This design comes from an exercise in tuning for small area and a short achievable clock period on the open sky130 flow, not from production work.
At most, simulation tests tie the RTL to the original design; equivalence was not proved.
No activity file was given, so power comes from the tool's default toggle rates.

## red
==> flow/design.v (excerpt) <==
module mc_rf_top #(
	parameter int NUM_CS = 8
) (
	input  logic clk,
	input  logic rst,
	input  logic bus_cyc_i,
	input  logic bus_stb_i,
	input  logic bus_we_i,
	input  logic [31:0] bus_addr_i,
	input  logic [mc_pkg::DATA_W-1:0] bus_data_i,
	input  logic mc_sts_i,
	input  logic cs_le_i,
	input  logic init_ack_i,
	input  logic lmr_ack_i,
	output logic ack_o,
	output logic [mc_pkg::DATA_W-1:0] rd_data_o,
	output logic wp_err_o,
	output logic [mc_pkg::MAX_CS-1:0] cs_o,
	output logic [mc_pkg::DATA_W-1:0] csc_sel_o,
	output logic [mc_pkg::DATA_W-1:0] tms_sel_o,
	output logic [mc_pkg::MAX_CS-1:0] cs_need_rfr_o,
	output logic [2:0] ref_int_o,
	output logic [7:0] rfr_ps_val_o,
	output logic mc_vpen_o,
	output logic fs_o,
	output logic init_req_o,
	output logic lmr_req_o,
	output logic [mc_pkg::MAX_CS-1:0] spec_req_cs_o
);
==> flow/config.mk <==
export PLATFORM = sky130hd
export DESIGN_NAME = mc_rf_top
export DESIGN_NICKNAME = mc_rf_top
export VERILOG_FILES = /design/flow/design.v
export SDC_FILE = /design/flow/constraint.sdc
export NUM_CORES = 4
export LEC_CHECK = 0
export CAP_MARGIN = 20
export CORE_MARGIN = 2
export CORE_UTILIZATION = 60
export CTS_BUF_LIST = sky130_fd_sc_hd__clkbuf_16
export CTS_CLUSTER_DIAMETER = 60
export CTS_CLUSTER_SIZE = 20
export SETUP_SLACK_MARGIN = 4.2
export SLEW_MARGIN = 20
==> flow/constraint.sdc <==
create_clock -name core_clock -period 7.0 [get_ports {clk}]
set_input_delay 1.4000 -clock core_clock [delete_from_list [all_inputs] [get_ports {clk}]]
set_output_delay 1.4000 -clock core_clock [all_outputs]
set_load 0.01 [all_outputs]
standard.sh (not shown) runs the stock make flow with config.mk's settings and CLKGATE_MAP_FILE= SYNTH_SCRIPT=/design/flow/synth_recipe.tcl, a recipe that flattens the netlist after the stock synthesis.
==> flow/flow/run.sh <==
#!/bin/bash
# Standard ORFS layout (standard synthesis script), with resizing free to
# change cell footprints, plain buffers on the ports, and the slow
# single-size a222oi cell kept out of mapping and resizing.
set -euo pipefail
DU="$(cat flow/dont_use.txt)"
bash standard.sh MATCH_CELL_FOOTPRINT=0 "BUFFER_PORTS_ARGS=-buffer_cell sky130_fd_sc_hd__buf_2" "DONT_USE_CELLS=$DU" finish > standard.log 2>&1
==> flow/flow/dont_use.txt <==
sky130_fd_sc_hd__probe_p_8 sky130_fd_sc_hd__probec_p_8 sky130_fd_sc_hd__lpflow_bleeder_1 sky130_fd_sc_hd__lpflow_clkbufkapwr_1 sky130_fd_sc_hd__lpflow_clkbufkapwr_16 sky130_fd_sc_hd__lpflow_clkbufkapwr_2 sky130_fd_sc_hd__lpflow_clkbufkapwr_4 sky130_fd_sc_hd__lpflow_clkbufkapwr_8 sky130_fd_sc_hd__lpflow_clkinvkapwr_1 sky130_fd_sc_hd__lpflow_clkinvkapwr_16 sky130_fd_sc_hd__lpflow_clkinvkapwr_2 sky130_fd_sc_hd__lpflow_clkinvkapwr_4 sky130_fd_sc_hd__lpflow_clkinvkapwr_8 sky130_fd_sc_hd__lpflow_decapkapwr_12 sky130_fd_sc_hd__lpflow_decapkapwr_3 sky130_fd_sc_hd__lpflow_decapkapwr_4 sky130_fd_sc_hd__lpflow_decapkapwr_6 sky130_fd_sc_hd__lpflow_decapkapwr_8 sky130_fd_sc_hd__lpflow_inputiso0n_1 sky130_fd_sc_hd__lpflow_inputiso0p_1 sky130_fd_sc_hd__lpflow_inputiso1n_1 sky130_fd_sc_hd__lpflow_inputiso1p_1 sky130_fd_sc_hd__lpflow_inputisolatch_1 sky130_fd_sc_hd__lpflow_isobufsrc_1 sky130_fd_sc_hd__lpflow_isobufsrc_16 sky130_fd_sc_hd__lpflow_isobufsrc_2 sky130_fd_sc_hd__lpflow_isobufsrc_4 sky130_fd_sc_hd__lpflow_isobufsrc_8 sky130_fd_sc_hd__lpflow_isobufsrckapwr_16 sky130_fd_sc_hd__lpflow_lsbuf_lh_hl_isowell_tap_1 sky130_fd_sc_hd__lpflow_lsbuf_lh_hl_isowell_tap_2 sky130_fd_sc_hd__lpflow_lsbuf_lh_hl_isowell_tap_4 sky130_fd_sc_hd__lpflow_lsbuf_lh_isowell_4 sky130_fd_sc_hd__lpflow_lsbuf_lh_isowell_tap_1 sky130_fd_sc_hd__lpflow_lsbuf_lh_isowell_tap_2 sky130_fd_sc_hd__lpflow_lsbuf_lh_isowell_tap_4 sky130_fd_sc_hd__a222oi_1
Modified inputs, blue compared to red
--- a/flow/design.v
+++ b/flow/design.v
@@ -209,50 +209,59 @@
 				if (csc_sdram[i])
 					init_pending[i] <= 1'b1;
 				if (lmr_done[i])
 					lmr_pending[i] <= 1'b0;
 				if (tms_we[i] && need_rfr[i])
 					lmr_pending[i] <= 1'b1;
 			end
 		end
 	end
 	logic load;
-	logic [N-1:0] sel;
-	logic [N-1:0] lower;
+	logic [N-1:0] dom;
+	logic [N-2:0] sel;
+	logic any_lo;
 	logic tms_fill;
+	logic [W-1:0] csc_lo, tms_lo;
 	logic [W-1:0] csc_d;
 	logic [W-1:0] tms_d;
 	assign load = cs_le_i & bus_cyc_i & bus_stb_i;
+	logic [N-1:0][7:0] base;
+	for (genvar i = 0; i < N; i++)
+	begin : g_base
+		assign base[i] = csc_q[i][23:16];
+	end
 	always_comb
 	begin
-		lower[0] = 1'b0;
-		for (int i = 1; i < N; i++)
-			lower[i] = lower[i-1] | match[i-1];
+		for (int j = 0; j < N; j++)
+		begin
+			dom[j] = 1'b0;
+			for (int i = 0; i < j; i++)
+				dom[j] = dom[j] | (en[i] & (((base[i] ^ base[j]) & mask_q[7:0]) == 8'h00));
+		end
 		for (int i = 0; i < N - 1; i++)
-			sel[i] = match[i] & ~lower[i];
-		sel[N-1] = ~lower[N-1];
+			sel[i] = match[i] & ~dom[i];
+		any_lo = |match[N-2:0];
 	end
 	always_comb
 	begin
-		csc_d = '0;
-		tms_d = '0;
+		csc_lo = '0;
+		tms_lo = '0;
 		tms_fill = 1'b0;
-		for (int i = 0; i < N; i++)
+		for (int i = 0; i < N - 1; i++)
 		begin
-			if (i == N - 1)
-				csc_d = csc_d | ({W{sel[i] & csc_v[i]}} & csc_q[i]);
-			else
-				csc_d = csc_d | ({W{sel[i]}} & csc_q[i]);
-			tms_d = tms_d | ({W{sel[i]}} & tms_q[i]);
+			csc_lo = csc_lo | ({W{sel[i]}} & csc_q[i]);
+			tms_lo = tms_lo | ({W{sel[i]}} & tms_q[i]);
 			tms_fill = tms_fill | (sel[i] & ~tms_v[i]);
 		end
-		tms_d = tms_d | {W{tms_fill}};
+		tms_lo = tms_lo | {W{tms_fill}};
+		csc_d = any_lo ? csc_lo : (csc_q[N-1] & {W{csc_v[N-1]}});
+		tms_d = any_lo ? tms_lo : (tms_q[N-1] | {W{~tms_v[N-1]}});
 	end
 	logic [W-1:0] tms_sel_n;
 	assign tms_sel_o = ~tms_sel_n;
 	always_ff @(posedge clk or posedge rst)
 	begin
 		if (rst)
 		begin
 			cs_o <= '0;
 			wp_err_o <= 1'b0;
 			csc_sel_o <= '0;
## What came out
blue against red: combinational power +3.7%, maximum frequency from static timing analysis +about 2%, cell area +5.7%.
In blue the depth of the worst register-to-register path turned out 1 lower than in red.
Taking red as the reference, in blue via count of the first global-routing pass increased by 9.1% relative to the old numbers; areal power density over the cells shrank by about 5.4%.
Of red and blue, the run reporting the lower sequential power share was red.
As far as setup total negative slack goes, blue and red are indistinguishable; the numbers are identical.
The worst hold margin of blue was inferior to that of red.
For blue, only the layout was checked, not whether the RTL still works.

========
== lane 1 ==
Another version of the RTL of mc_rf_top (not shown whole).
For scale: ~2200 cells after synthesis, roughly 700 flip-flops, roughly 210 I/O pins, ~30000 µm² of cells after synthesis.
==> flow/config.mk <==
export PLATFORM = sky130hd
export DESIGN_NAME = mc_rf_top
export DESIGN_NICKNAME = mc_rf_top
export VERILOG_FILES = /design/flow/design.v
export SDC_FILE = /design/flow/constraint.sdc
export NUM_CORES = 4
export LEC_CHECK = 0
export CAP_MARGIN = 20
export CORE_MARGIN = 2
export CORE_UTILIZATION = 60
export CTS_BUF_LIST = sky130_fd_sc_hd__clkbuf_8
export CTS_CLUSTER_DIAMETER = 60
export CTS_CLUSTER_SIZE = 14
export SETUP_SLACK_MARGIN = 3.7
export SLEW_MARGIN = 20
==> flow/constraint.sdc <==
create_clock -name core_clock -period 7.0 [get_ports {clk}]
set_input_delay 1.4000 -clock core_clock [delete_from_list [all_inputs] [get_ports {clk}]]
set_output_delay 1.4000 -clock core_clock [all_outputs]
set_load 0.01 [all_outputs]
Scripts as last shown in full above: flow/flow/run.sh, flow/flow/dont_use.txt
--- input diff lane 1..lane 2 ---
diff --git a/flow/design.v b/flow/design.v
--- a/flow/design.v
+++ b/flow/design.v
@@ -242,32 +242,34 @@
 				csc_d = csc_d | ({W{sel[i] & csc_v[i]}} & csc_q[i]);
 			else
 				csc_d = csc_d | ({W{sel[i]}} & csc_q[i]);
 			tms_d = tms_d | ({W{sel[i]}} & tms_q[i]);
 			tms_fill = tms_fill | (sel[i] & ~tms_v[i]);
 		end
 		tms_d = tms_d | {W{tms_fill}};
 	end
+	logic [W-1:0] tms_sel_n;
+	assign tms_sel_o = ~tms_sel_n;
 	always_ff @(posedge clk or posedge rst)
 	begin
 		if (rst)
 		begin
 			cs_o <= '0;
 			wp_err_o <= 1'b0;
 			csc_sel_o <= '0;
-			tms_sel_o <= mc_pkg::TMS_RESET;
+			tms_sel_n <= '0;
 		end
 		else if (load)
 		begin
 			cs_o <= '0;
 			cs_o[N-1:0] <= match;
 			wp_err_o <= |(match & wp_bit) & bus_we_i;
 			csc_sel_o <= csc_d;
-			tms_sel_o <= tms_d;
+			tms_sel_n <= ~tms_d;
 		end
 		else if (!bus_cyc_i)
 			wp_err_o <= 1'b0;
 	end
 	logic [W-1:0] rd_d;
 	logic [4:0] rd_idx;
 	logic rd_csr, rd_mask, rd_fill;
 	logic [N-1:0] rd_csc, rd_tms;
@@ -291,16 +293,17 @@
 		end
 		rd_d = rd_d | {W{rd_fill}};
 	end
 	always_ff @(posedge clk)
 		rd_data_o <= rd_d;
 	logic init_ack_q, lmr_ack_q;
 	logic init_done_q, lmr_done_q;
 	logic [N-1:0] grant_q;
+	logic [N-1:0] grant_last_q;
 	logic [N-1:0] init_first, lmr_first;
 	logic done_busy;
 	assign init_first = init_pending & (~init_pending + 1'b1);
 	assign lmr_first = lmr_pending & (~lmr_pending + 1'b1);
 	assign done_busy = init_done_q | lmr_done_q;
 	always_ff @(posedge clk or posedge rst)
 	begin
 		if (rst)
@@ -320,38 +323,42 @@
 			init_done_q <= 1'b0;
 			lmr_done_q <= 1'b0;
 			if (init_req_o)
 			begin
 				if (init_ack_q & ~init_ack_i)
 				begin
 					init_req_o <= 1'b0;
 					init_done_q <= 1'b1;
+					grant_q <= '0;
 				end
 			end
 			else if (lmr_req_o)
 			begin
 				if (lmr_ack_q & ~lmr_ack_i)
 				begin
 					lmr_req_o <= 1'b0;
 					lmr_done_q <= 1'b1;
+					grant_q <= '0;
 				end
 			end
 			else if (!done_busy && |init_pending)
 			begin
 				init_req_o <= 1'b1;
 				grant_q <= init_first;
 			end
 			else if (!done_busy && |lmr_pending)
 			begin
 				lmr_req_o <= 1'b1;
 				grant_q <= lmr_first;
 			end
 		end
 	end
-	assign init_done = {N{init_done_q}} & grant_q;
-	assign lmr_done = {N{lmr_done_q}} & grant_q;
+	always_ff @(posedge clk)
+		grant_last_q <= grant_q;
+	assign init_done = {N{init_done_q}} & grant_last_q;
+	assign lmr_done = {N{lmr_done_q}} & grant_last_q;
 	always_comb
 	begin
 		spec_req_cs_o = '0;
-		spec_req_cs_o[N-1:0] = grant_q & {N{init_req_o | lmr_req_o}};
+		spec_req_cs_o[N-1:0] = grant_q;
 	end
 endmodule
Notes after the runs:
Against lane 1, lane 2 comes in 1.1% higher on sequential cell count. Lane 2 vs lane 1: hold slack down. The worst setup path startpoint comes out bus_addr_i[5] in one run and bus_addr_i[23] in the other, namely in lane 1 and lane 2 respectively. Looking only at number of fill cells, and setting everything else aside, the higher value of lane 2 and lane 1 goes to lane 1. Relative to lane 1, the wire length of lane 2 is lower by 2.9%. Setup slack: lane 2 > lane 1.
Only the layout flow was run in lane 1; the RTL was not checked for function there.

## afterwards: timing with drivers on the ports
The flow's constraints put no driver on any port. The routed layouts listed below were extracted and timed again, unchanged, in two steps.
Step 1, drivers: a clkbuf_16 drives clk and a buf_2 each remaining input, both assumed.
Step 2 times the ports against the registers' clock, not the clock port: input delays grow and output delays shrink by t, the midpoint of the rising clock arrivals with the driver on.
Three values: ideal ports, drivers, drivers and shift; two values: the first two.
run	shift t [ns]	slack for setup (ns)	clock arrival spread, ns
red	0.697	3.648 / 3.592 / 2.895	0.040 / 0.040
blue	0.698	3.715 / 3.721 / 3.040	0.034 / 0.033
lane 1	0.776	3.642 / 3.681 / 2.904	0.036 / 0.035
lane 2	0.776	3.675 / 3.621 / 2.845	0.041 / 0.041
After both steps every run listed still meets setup and hold. The setup slack of lane 2, which loses most, moves by -0.054 ns with the drivers and by -0.830 ns with both steps.
